Source: an optimization exercise on an open RTL-to-GDS flow (aim: small area). Production flows keep margins and buffers that such runs may drop. In this exercise RTL edits were held to simulation tests only and were not proved equivalent to the original. No driver is modelled on the clock port, so clock power and skew are understated where the tree is cut down; a real chip needs a root buffer or a tree. No activity file was given, so power comes from the tool's default toggle rates.

## cpu_top
module cpu_top (
    input  logic               clk,
    input  logic               rst,
    input  logic [8-1:0] in_port,
    input  logic               prog_we,
    input  logic [8-1:0] prog_addr,
    input  logic [8-1:0] prog_data,
    output logic               hlt,
    output logic [8-1:0] out_port
);
Size: roughly 6100 cells after synthesis, ~36 I/O pins, roughly 65000 um2 of cells after synthesis.
==> module cpu_mem, before the edit <==
module cpu_mem (
    input  logic               clk,
    input  logic [2:0]         ph,
    input  logic               we,
    input  logic [8-1:0] waddr,
    input  logic [8-1:0] wdata,
    input  logic [4:0]         rring,
    output logic [8-1:0] rdata
);
    logic [2:0]         wpos;
    logic [7:0]         ppos;
    logic [7:0]         pwe_n;
    logic [31:0]        rsel;
    logic [31:0]        rsel_n;
    logic [8-1:0] w_even;
    logic [8-1:0] w_odd;
    logic [8-1:0] head [32];
    assign wpos = waddr[2:0] + ~ph;
    always_comb begin
        for (int p = 0; p < 8; p++) ppos[p] = (wpos == 3'(p));
        for (int p = 0; p < 8; p++) pwe_n[p] = !(we && ppos[p]);
        for (int i = 0; i < 32; i++) rsel[i] = (waddr[7:3] == 5'(i));
        for (int i = 0; i < 32; i++) rsel_n[i] = (waddr[7:3] != 5'(i));
    end
    assign w_even = ~wdata | {8{!we}};
    assign w_odd  =  wdata | {8{!we}};
    for (genvar i = 0; i < 32; i++) begin : g_ring
        mem_ring u_ring (
            .clk    (clk),
            .rsel   (rsel[i]),
            .rsel_n (rsel_n[i]),
            .ppos   (ppos),
            .pwe_n  (pwe_n),
            .w_even (w_even),
            .w_odd  (w_odd),
            .head   (head[i])
        );
    end
    assign rdata = head[rring];
endmodule
==> module mem_ring, before the edit <==
module mem_ring (
    input  logic               clk,
    input  logic               rsel,
    input  logic               rsel_n,
    input  logic [7:0]         ppos,
    input  logic [7:0]         pwe_n,
    input  logic [8-1:0] w_even,
    input  logic [8-1:0] w_odd,
    output logic [8-1:0] head
);
    logic [8-1:0] q [8];
    for (genvar p = 0; p < 8; p++) begin : g_pos
        logic sel;
        logic hold;
        assign sel  = !(rsel_n || pwe_n[p]);
        assign hold = !(rsel && ppos[p]);
        mem_byte u_byte (
            .clk  (clk),
            .sel  (sel),
            .hold (hold),
            .w    ((p % 2 == 1) ? w_odd : w_even),
            .prev (q[(p + 1) % 8]),
            .q    (q[p])
        );
    end
    assign head = q[0];
endmodule
Settings: LEC_CHECK=0, CAP_MARGIN=20, CORE_MARGIN=2, CORE_UTILIZATION=55, SLEW_MARGIN=20, SYNTH_HIERARCHICAL=1; clock period 6.0 ns.
standard.sh (not shown) runs the stock make flow with config.mk's settings and CLKGATE_MAP_FILE= SYNTH_SCRIPT=/design/flow/synth_recipe.tcl, a recipe that flattens the netlist after the stock synthesis.
==> flow/flow/run.sh <==
#!/bin/bash
# Standard synthesis; then every combinational cell set to its smallest
# drive strength (placement repair upsizes what needs it); then the standard
# layout from floorplan on, with the clock tree built by flow/cts.tcl in
# place of TritonCTS and the smallest buffer on the ports. Each tool's output goes to its own log here.
set -euo pipefail
export CUSTOM_CTS_LEAF=28
export CUSTOM_CTS_UPPER=6
bash standard.sh synth > synth.log 2>&1
openroad -no_init -exit flow/downsize.tcl > downsize.log 2>&1
bash standard.sh PRE_CTS_TCL="$PWD/flow/cts.tcl" \
    BUFFER_PORTS_ARGS="-buffer_cell sky130_fd_sc_hd__buf_1" finish > layout.log 2>&1
Other scripts of this flow, unchanged in this note and not shown: flow/flow/cts.tcl, flow/flow/downsize.tcl
Change:
--- a/flow/design.v
+++ b/flow/design.v
@@ -10,5 +10,5 @@
 );
     logic [2:0]         wpos;
-    logic [7:0]         ppos;
+    logic [7:0]         pwe;
     logic [7:0]         pwe_n;
     logic [31:0]        rsel;
@@ -19,11 +19,11 @@
     assign wpos = waddr[2:0] + ~ph;
     always_comb begin
-        for (int p = 0; p < 8; p++) ppos[p] = (wpos == 3'(p));
-        for (int p = 0; p < 8; p++) pwe_n[p] = !(we && ppos[p]);
+        for (int p = 0; p < 8; p++) pwe[p] = we && (wpos == 3'(p));
+        for (int p = 0; p < 8; p++) pwe_n[p] = !(we && (wpos == 3'(p)));
         for (int i = 0; i < 32; i++) rsel[i] = (waddr[7:3] == 5'(i));
         for (int i = 0; i < 32; i++) rsel_n[i] = (waddr[7:3] != 5'(i));
     end
-    assign w_even = ~wdata | {8{!we}};
-    assign w_odd  =  wdata | {8{!we}};
+    assign w_even = ~wdata;
+    assign w_odd  =  wdata;
     for (genvar i = 0; i < 32; i++) begin : g_ring
         mem_ring u_ring (
@@ -31,5 +31,5 @@
             .rsel   (rsel[i]),
             .rsel_n (rsel_n[i]),
-            .ppos   (ppos),
+            .pwe    (pwe),
             .pwe_n  (pwe_n),
             .w_even (w_even),
@@ -44,5 +44,5 @@
     input  logic               rsel,
     input  logic               rsel_n,
-    input  logic [7:0]         ppos,
+    input  logic [7:0]         pwe,
     input  logic [7:0]         pwe_n,
     input  logic [8-1:0] w_even,
@@ -55,5 +55,5 @@
         logic hold;
         assign sel  = !(rsel_n || pwe_n[p]);
-        assign hold = !(rsel && ppos[p]);
+        assign hold = !(rsel && pwe[p]);
         mem_byte u_byte (
             .clk  (clk),
Outcome: Routed wire length falls by about 3%; sequential share of layout area rises by 0.47 points; final cell count falls by about 1%; clock skew rises by 3.1 ps; maximum frequency rises by 1.9%; power rises by about 2.6%; die area falls by 0.58%; final area falls by 0.74%; global-route usage falls by 0.96 points.
No run of this note takes its clock network from TritonCTS; it comes from the design's own scripts or RTL.

[port drivers added, routing unchanged]
How much do the figures lean on ideal ports? The routed layouts below were timed once more, with nothing changed but the port constraints.
Step 1, drivers: a clkbuf_16 drives clk and a buf_2 each remaining input, both assumed.
Step 2 moves the port delays by t, midway between the first and last clock arrival at a register: inputs arrive t later, outputs are due t later. That takes back most of the time a late clock gives input paths.
a / b / c = no drivers / after step 1 / after step 2; a / b = the first two.
run | t, ns | setup WS [ns] | worst setup path after step 2 | latest minus earliest clock arrival (ns) | worst slew at a driven data input, ns
the first run | 0.851 | 0.603 / 0.603 / 0.603 | register to register | 0.056 / 0.057 | 0.04
the second run | 0.861 | 0.704 / 0.704 / 0.704 | register to register | 0.053 / 0.053 | 0.05
After both steps every run listed still meets setup and hold.
